From an optimization exercise on the open Yosys and OpenROAD flow, aimed at small area, a short achievable clock period and few clock cycles per item; shortcuts taken in it are not production practice. Function was checked by simulation only, so behaviour that the tests miss may differ from the original. Power is estimated from default activity; no workload was simulated.

==> v3 <==
==> flow/design.v <==
package sigmoidPkg;
    localparam int DATA_W = 16;
    localparam int FRAC_W = 8;
    typedef logic signed [DATA_W-1:0] preAct_t;
    typedef logic [DATA_W-1:0] act_t;
    function automatic logic [8:0] sigmoidQT(input logic [4:0] q, input logic [2:0] t);
        case ({q, t})
            8'd0: sigmoidQT = 9'd128;   
            8'd1: sigmoidQT = 9'd134;   
            8'd2: sigmoidQT = 9'd141;   
            8'd3: sigmoidQT = 9'd147;   
            8'd4: sigmoidQT = 9'd153;   
            8'd5: sigmoidQT = 9'd159;   
            8'd8: sigmoidQT = 9'd159;   
            8'd9: sigmoidQT = 9'd165;   
            8'd10: sigmoidQT = 9'd171;   
            8'd11: sigmoidQT = 9'd177;   
            8'd12: sigmoidQT = 9'd182;   
            8'd13: sigmoidQT = 9'd187;   
            8'd16: sigmoidQT = 9'd187;   
            8'd17: sigmoidQT = 9'd192;   
            8'd18: sigmoidQT = 9'd197;   
            8'd19: sigmoidQT = 9'd201;   
            8'd20: sigmoidQT = 9'd205;   
            8'd21: sigmoidQT = 9'd209;   
            8'd24: sigmoidQT = 9'd209;   
            8'd25: sigmoidQT = 9'd213;   
            8'd26: sigmoidQT = 9'd216;   
            8'd27: sigmoidQT = 9'd220;   
            8'd28: sigmoidQT = 9'd223;   
            8'd29: sigmoidQT = 9'd225;   
            8'd32: sigmoidQT = 9'd225;   
            8'd33: sigmoidQT = 9'd228;   
            8'd34: sigmoidQT = 9'd230;   
            8'd35: sigmoidQT = 9'd233;   
            8'd36: sigmoidQT = 9'd235;   
            8'd37: sigmoidQT = 9'd237;   
            8'd40: sigmoidQT = 9'd237;   
            8'd41: sigmoidQT = 9'd238;   
            8'd42: sigmoidQT = 9'd240;   
            8'd43: sigmoidQT = 9'd241;   
            8'd44: sigmoidQT = 9'd243;   
            8'd45: sigmoidQT = 9'd244;   
            8'd48: sigmoidQT = 9'd244;   
            8'd49: sigmoidQT = 9'd245;   
            8'd50: sigmoidQT = 9'd246;   
            8'd51: sigmoidQT = 9'd247;   
            8'd52: sigmoidQT = 9'd248;   
            8'd53: sigmoidQT = 9'd248;   
            8'd56: sigmoidQT = 9'd248;   
            8'd57: sigmoidQT = 9'd249;   
            8'd58: sigmoidQT = 9'd250;   
            8'd59: sigmoidQT = 9'd250;   
            8'd60: sigmoidQT = 9'd251;   
            8'd61: sigmoidQT = 9'd251;   
            8'd64: sigmoidQT = 9'd251;   
            8'd65: sigmoidQT = 9'd252;   
            8'd66: sigmoidQT = 9'd252;   
            8'd67: sigmoidQT = 9'd253;   
            8'd68: sigmoidQT = 9'd253;   
            8'd69: sigmoidQT = 9'd253;   
            8'd72: sigmoidQT = 9'd253;   
            8'd73: sigmoidQT = 9'd253;   
            8'd74: sigmoidQT = 9'd254;   
            8'd75: sigmoidQT = 9'd254;   
            8'd76: sigmoidQT = 9'd254;   
            8'd77: sigmoidQT = 9'd254;   
            8'd80: sigmoidQT = 9'd254;   
            8'd81: sigmoidQT = 9'd254;   
            8'd82: sigmoidQT = 9'd255;   
            8'd83: sigmoidQT = 9'd255;   
            8'd84: sigmoidQT = 9'd255;   
            8'd85: sigmoidQT = 9'd255;   
            8'd88: sigmoidQT = 9'd255;   
            8'd89: sigmoidQT = 9'd255;   
            8'd90: sigmoidQT = 9'd255;   
            8'd91: sigmoidQT = 9'd255;   
            8'd92: sigmoidQT = 9'd255;   
            8'd93: sigmoidQT = 9'd256;   
            8'd161: sigmoidQT = 9'd1;   
            8'd162: sigmoidQT = 9'd1;   
            8'd163: sigmoidQT = 9'd1;   
            8'd164: sigmoidQT = 9'd1;   
            8'd165: sigmoidQT = 9'd1;   
            8'd168: sigmoidQT = 9'd1;   
            8'd169: sigmoidQT = 9'd1;   
            8'd170: sigmoidQT = 9'd1;   
            8'd171: sigmoidQT = 9'd1;   
            8'd172: sigmoidQT = 9'd2;   
            8'd173: sigmoidQT = 9'd2;   
            8'd176: sigmoidQT = 9'd2;   
            8'd177: sigmoidQT = 9'd2;   
            8'd178: sigmoidQT = 9'd2;   
            8'd179: sigmoidQT = 9'd2;   
            8'd180: sigmoidQT = 9'd3;   
            8'd181: sigmoidQT = 9'd3;   
            8'd184: sigmoidQT = 9'd3;   
            8'd185: sigmoidQT = 9'd3;   
            8'd186: sigmoidQT = 9'd3;   
            8'd187: sigmoidQT = 9'd4;   
            8'd188: sigmoidQT = 9'd4;   
            8'd189: sigmoidQT = 9'd5;   
            8'd192: sigmoidQT = 9'd5;   
            8'd193: sigmoidQT = 9'd5;   
            8'd194: sigmoidQT = 9'd6;   
            8'd195: sigmoidQT = 9'd6;   
            8'd196: sigmoidQT = 9'd7;   
            8'd197: sigmoidQT = 9'd8;   
            8'd200: sigmoidQT = 9'd8;   
            8'd201: sigmoidQT = 9'd8;   
            8'd202: sigmoidQT = 9'd9;   
            8'd203: sigmoidQT = 9'd10;   
            8'd204: sigmoidQT = 9'd11;   
            8'd205: sigmoidQT = 9'd12;   
            8'd208: sigmoidQT = 9'd12;   
            8'd209: sigmoidQT = 9'd13;   
            8'd210: sigmoidQT = 9'd15;   
            8'd211: sigmoidQT = 9'd16;   
            8'd212: sigmoidQT = 9'd18;   
            8'd213: sigmoidQT = 9'd19;   
            8'd216: sigmoidQT = 9'd19;   
            8'd217: sigmoidQT = 9'd21;   
            8'd218: sigmoidQT = 9'd23;   
            8'd219: sigmoidQT = 9'd26;   
            8'd220: sigmoidQT = 9'd28;   
            8'd221: sigmoidQT = 9'd31;   
            8'd224: sigmoidQT = 9'd31;   
            8'd225: sigmoidQT = 9'd33;   
            8'd226: sigmoidQT = 9'd36;   
            8'd227: sigmoidQT = 9'd40;   
            8'd228: sigmoidQT = 9'd43;   
            8'd229: sigmoidQT = 9'd47;   
            8'd232: sigmoidQT = 9'd47;   
            8'd233: sigmoidQT = 9'd51;   
            8'd234: sigmoidQT = 9'd55;   
            8'd235: sigmoidQT = 9'd59;   
            8'd236: sigmoidQT = 9'd64;   
            8'd237: sigmoidQT = 9'd69;   
            8'd240: sigmoidQT = 9'd69;   
            8'd241: sigmoidQT = 9'd74;   
            8'd242: sigmoidQT = 9'd79;   
            8'd243: sigmoidQT = 9'd85;   
            8'd244: sigmoidQT = 9'd91;   
            8'd245: sigmoidQT = 9'd97;   
            8'd248: sigmoidQT = 9'd97;   
            8'd249: sigmoidQT = 9'd103;   
            8'd250: sigmoidQT = 9'd109;   
            8'd251: sigmoidQT = 9'd115;   
            8'd252: sigmoidQT = 9'd122;   
            8'd253: sigmoidQT = 9'd128;   
            default: sigmoidQT = 9'd0;
        endcase
    endfunction
endpackage
`timescale 1ns/1ps
module sigmoidLane (
    input  sigmoidPkg::preAct_t x,
    output logic [8:0]          result
);
    logic [4:0] q;
    logic [6:0] r;
    logic [2:0] t;
    logic satHi;
    logic satLo;
    logic [8:0] entry;
    assign q = x[11:7];
    assign r = x[6:0];
    always_comb begin
        if (r >= 7'd116) t = 3'd5;
        else if (r >= 7'd90) t = 3'd4;
        else if (r >= 7'd64) t = 3'd3;
        else if (r >= 7'd39) t = 3'd2;
        else if (r >= 7'd13) t = 3'd1;
        else t = 3'd0;
    end
    assign satHi = (x >= 16'sd1536);
    assign satLo = (x < -16'sd1536);
    assign entry = sigmoidPkg::sigmoidQT(q, t);
    always_comb begin
        if (satHi) result = 9'd256;
        else if (satLo) result = 9'd0;
        else result = entry;
    end
endmodule
`timescale 1ns/1ps
module sigmoidLayer #(
    parameter int NUM_LANES = 10
) (
    input  logic                                 clk,
    input  logic                                 rst,
    input  logic                                 inValid,
    output logic                                 inReady,
    input  sigmoidPkg::preAct_t [NUM_LANES-1:0] inData,
    output logic                                 outValid,
    input  logic                                 outReady,
    output sigmoidPkg::act_t [NUM_LANES-1:0]    outData
);
    logic [8:0] resNext [NUM_LANES];
    logic [8:0] resReg [NUM_LANES];
    logic accept;
    assign inReady = !outValid || outReady;
    assign accept = inValid && inReady;
    always_ff @(posedge clk) begin
        if (rst) begin
            outValid <= 1'b0;
        end else if (inReady) begin
            outValid <= inValid;
        end
    end
    for (genvar i = 0; i < NUM_LANES; i++) begin : genLane
        sigmoidLane lane (
            .x(inData[i]),
            .result(resNext[i])
        );
        always_ff @(posedge clk) begin
            if (accept) begin
                resReg[i] <= resNext[i];
            end
        end
        assign outData[i] = {7'd0, resReg[i]};
    end
endmodule
==> flow/flow/run.sh <==
#!/bin/bash
# Standard synthesis, then the combinational logic re-mapped by ABC for area (registers kept
# as the standard synthesis made them), then the standard layout from floorplan to finish.
set -euo pipefail
W=$(pwd)
R=$W/orfs/results/${FLOW_PLATFORM}/sigmoidLayer/base
L=$W/orfs/logs/${FLOW_PLATFORM}/sigmoidLayer/base
LIB=$FLOW_HOME/platforms/${FLOW_PLATFORM}/lib/sky130_fd_sc_hd__tt_025C_1v80.lib

# 1. The standard synthesis
bash standard.sh $R/1_2_yosys.v > $W/log_1_synth.txt 2>&1
cp $R/1_2_yosys.v $W/std_1_2_yosys.v

# 2. Re-map the combinational cells for area
python3 $W/flow/mkmap.py $LIB $W/comb_cells.v > $W/log_2_mkmap.txt 2>&1
DONTUSE=$(grep -o -- "-dont_use [A-Za-z0-9_]*" $L/1_2_yosys.log | sort -u | tr '\n' ' ')
cat > $W/remap.abc <<'EOS'
strash
dch -f
map -a
topo
stime -p
EOS
cat > $W/remap.ys <<EOS
read_liberty -lib $LIB
read_verilog $W/std_1_2_yosys.v
hierarchy -top $FLOW_TOP
techmap -map $W/comb_cells.v
techmap
opt -purge
abc -liberty $LIB $DONTUSE -script $W/remap.abc
opt_clean -purge
hilomap -singleton -hicell sky130_fd_sc_hd__conb_1 HI -locell sky130_fd_sc_hd__conb_1 LO
insbuf -buf sky130_fd_sc_hd__buf_4 A X
splitnets
opt_clean -purge
stat -liberty $LIB
write_verilog -noattr -noexpr -nohex -nodec $W/remap_1_2_yosys.v
EOS
yosys -s $W/remap.ys > $W/log_2_remap.txt 2>&1
cp $W/remap_1_2_yosys.v $R/1_2_yosys.v
touch $R/1_2_yosys.v

# 3. The standard layout, with the smallest buffer on the ports
export BUFFER_PORTS_ARGS="-buffer_cell ${PORT_BUFFER:-sky130_fd_sc_hd__buf_1}"
bash standard.sh > $W/log_3_layout.txt 2>&1
==> flow/flow/mkmap.py <==
#!/usr/bin/env python3
# Writes a Yosys techmap file turning each combinational liberty cell into its logic function.
import re, sys
lib = open(sys.argv[1]).read()
out = open(sys.argv[2], 'w')
pos = 0
cells = []
for m in re.finditer(r'\n\s*cell\s*\(\s*"?(\w+)"?\s*\)\s*\{', lib):
    cells.append((m.group(1), m.start()))
cells.append((None, len(lib)))
n = 0
for (name, s), (_, e) in zip(cells, cells[1:]):
    body = lib[s:e]
    if re.search(r'\n\s*(ff|latch|statetable)\s*\(', body):
        continue
    pins = []
    for pm in re.finditer(r'\n\s*pin\s*\(\s*"?(\w+)"?\s*\)\s*\{', body):
        pb = body[pm.end():pm.end() + 4000]
        # cut at next pin
        nxt = re.search(r'\n\s*pin\s*\(', pb)
        if nxt: pb = pb[:nxt.start()]
        d = re.search(r'direction\s*:\s*"?(\w+)"?', pb)
        f = re.search(r'\bfunction\s*:\s*"([^"]*)"', pb)
        pins.append((pm.group(1), d.group(1) if d else None, f.group(1) if f else None))
    outs = [p for p in pins if p[1] == 'output']
    ins = [p for p in pins if p[1] == 'input']
    if not outs or any(o[2] is None for o in outs):
        continue
    ports = [p[0] for p in ins] + [o[0] for o in outs]
    out.write(f"module {name} ({', '.join(ports)});\n")
    for p in ins: out.write(f"  input {p[0]};\n")
    for o in outs:
        fn = o[2].replace('!', '~')
        fn = re.sub(r'\b1\b', "1'b1", fn); fn = re.sub(r'\b0\b', "1'b0", fn)
        out.write(f"  output {o[0]};\n  assign {o[0]} = {fn};\n")
    out.write("endmodule\n\n")
    n += 1
print(n, "cells")
==> flow/standard.sh <==
#!/bin/bash
# synth_recipe.tcl (not shown) runs the flow's synth.tcl, then flattens the netlist and writes it again
# the make line also repeats each setting of config.mk as NAME=value (left out here)
make -C /OpenROAD-flow-scripts/flow DESIGN_CONFIG=/design/flow/config.mk WORK_HOME=/design/flow/orfs CLKGATE_MAP_FILE= SYNTH_SCRIPT=/design/flow/synth_recipe.tcl "${@:-finish}"
==> flow/config.mk <==
export PLATFORM = sky130hd
export DESIGN_NAME = sigmoidLayer
export DESIGN_NICKNAME = sigmoidLayer
export VERILOG_FILES = /design/flow/design.v
export SDC_FILE = /design/flow/constraint.sdc
export NUM_CORES = 4
export LEC_CHECK = 0
export CAP_MARGIN = 20
export CORE_MARGIN = 2
export CORE_UTILIZATION = 40
export PLACE_DENSITY = 0.6
export SLEW_MARGIN = 20
==> flow/constraint.sdc <==
create_clock -name core_clock -period 4.5 [get_ports {clk}]
set_input_delay 0.9000 -clock core_clock [delete_from_list [all_inputs] [get_ports {clk}]]
set_output_delay 0.9000 -clock core_clock [all_outputs]
set_load 0.01 [all_outputs]
==> v9 (differences from v3) <==
- SETUP_SLACK_MARGIN: not set -> 1.0
==> notes.md <==
Global route:
- For this run, global-route usage on met1 was measured as 0.420.
- The met3 usage is 0.0522.
- The first-pass GRT wire length is between 90 and 100 mm.

STA:
- The final worst-path cycle share is 0.772.
- Measured against its own limit, the worst slew margin works out to 0.383.

Finish:
- Measured on the final layout, buffering overhead outside the clock network stands at 0.107.

Pwr:
- The fraction of power consumed by sequential logic is 0.310.
- Of the total power, the share spent switching nets is 0.444.

Status:
- The flow ran to the end and the layout has no timing, DRC or antenna violations.

Routing:
- Using the TritonRoute via totals, the vias-per-cell ratio works out to just over 6.

Setup path:
- The top fanout value on the critical path is 6.
(the above is from v9)
==> notes.md <==
Status:
- The run finished with no timing, DRC or antenna violations.

Finish:
- Measured on the final layout, buffering overhead outside the clock network stands at 0.0997.

Pwr:
- Of the total power, registers draw 0.311.
- Of the total power, the share spent switching nets is 0.447.

Routing:
- Using the TritonRoute via totals, the vias-per-cell ratio works out to 6.26.

Global route:
- The met1 global-route usage is 0.417.
- For met3 alone, demand over resource in global routing was 0.0421.

Setup path:
- The top fanout value on the critical path is 8.

STA:
- Of the available clock period, the critical path in the final layout requires 0.833.
- The relative slew slack is 0.283.
(the above is from v3)
Testbench counts of v3, summed over its fixed seeds: cycles 16,008, beats 16,000.
Testbench counts of v9, summed over its fixed seeds: cycles 16,008, beats 16,000.

[port drivers added, routing unchanged]
How much do the figures lean on ideal ports? The routed layouts below were timed once more, with nothing changed but the port constraints.
Step 1: set_driving_cell puts a clkbuf_16 on clk and a buf_2 on each other input, an assumption about the parent block.
Step 2 also shifts input and output timing later by t, the mid clock arrival at the registers, as if the neighbouring blocks saw the same clock.
Slacks: ideal / step 1 / step 2; pairs: ideal / step 1.
run	shift t [ns]	setup slack, ns	cell pins on the clock port's net
v3	0.409	0.751 / 0.714 / 0.305	1
v9	0.401	1.024 / 1.041 / 0.639	1
After both steps every run listed still meets setup and hold. For v3, which loses most, drivers alone change the setup slack by -0.037 ns; drivers and shift together by -0.446 ns.
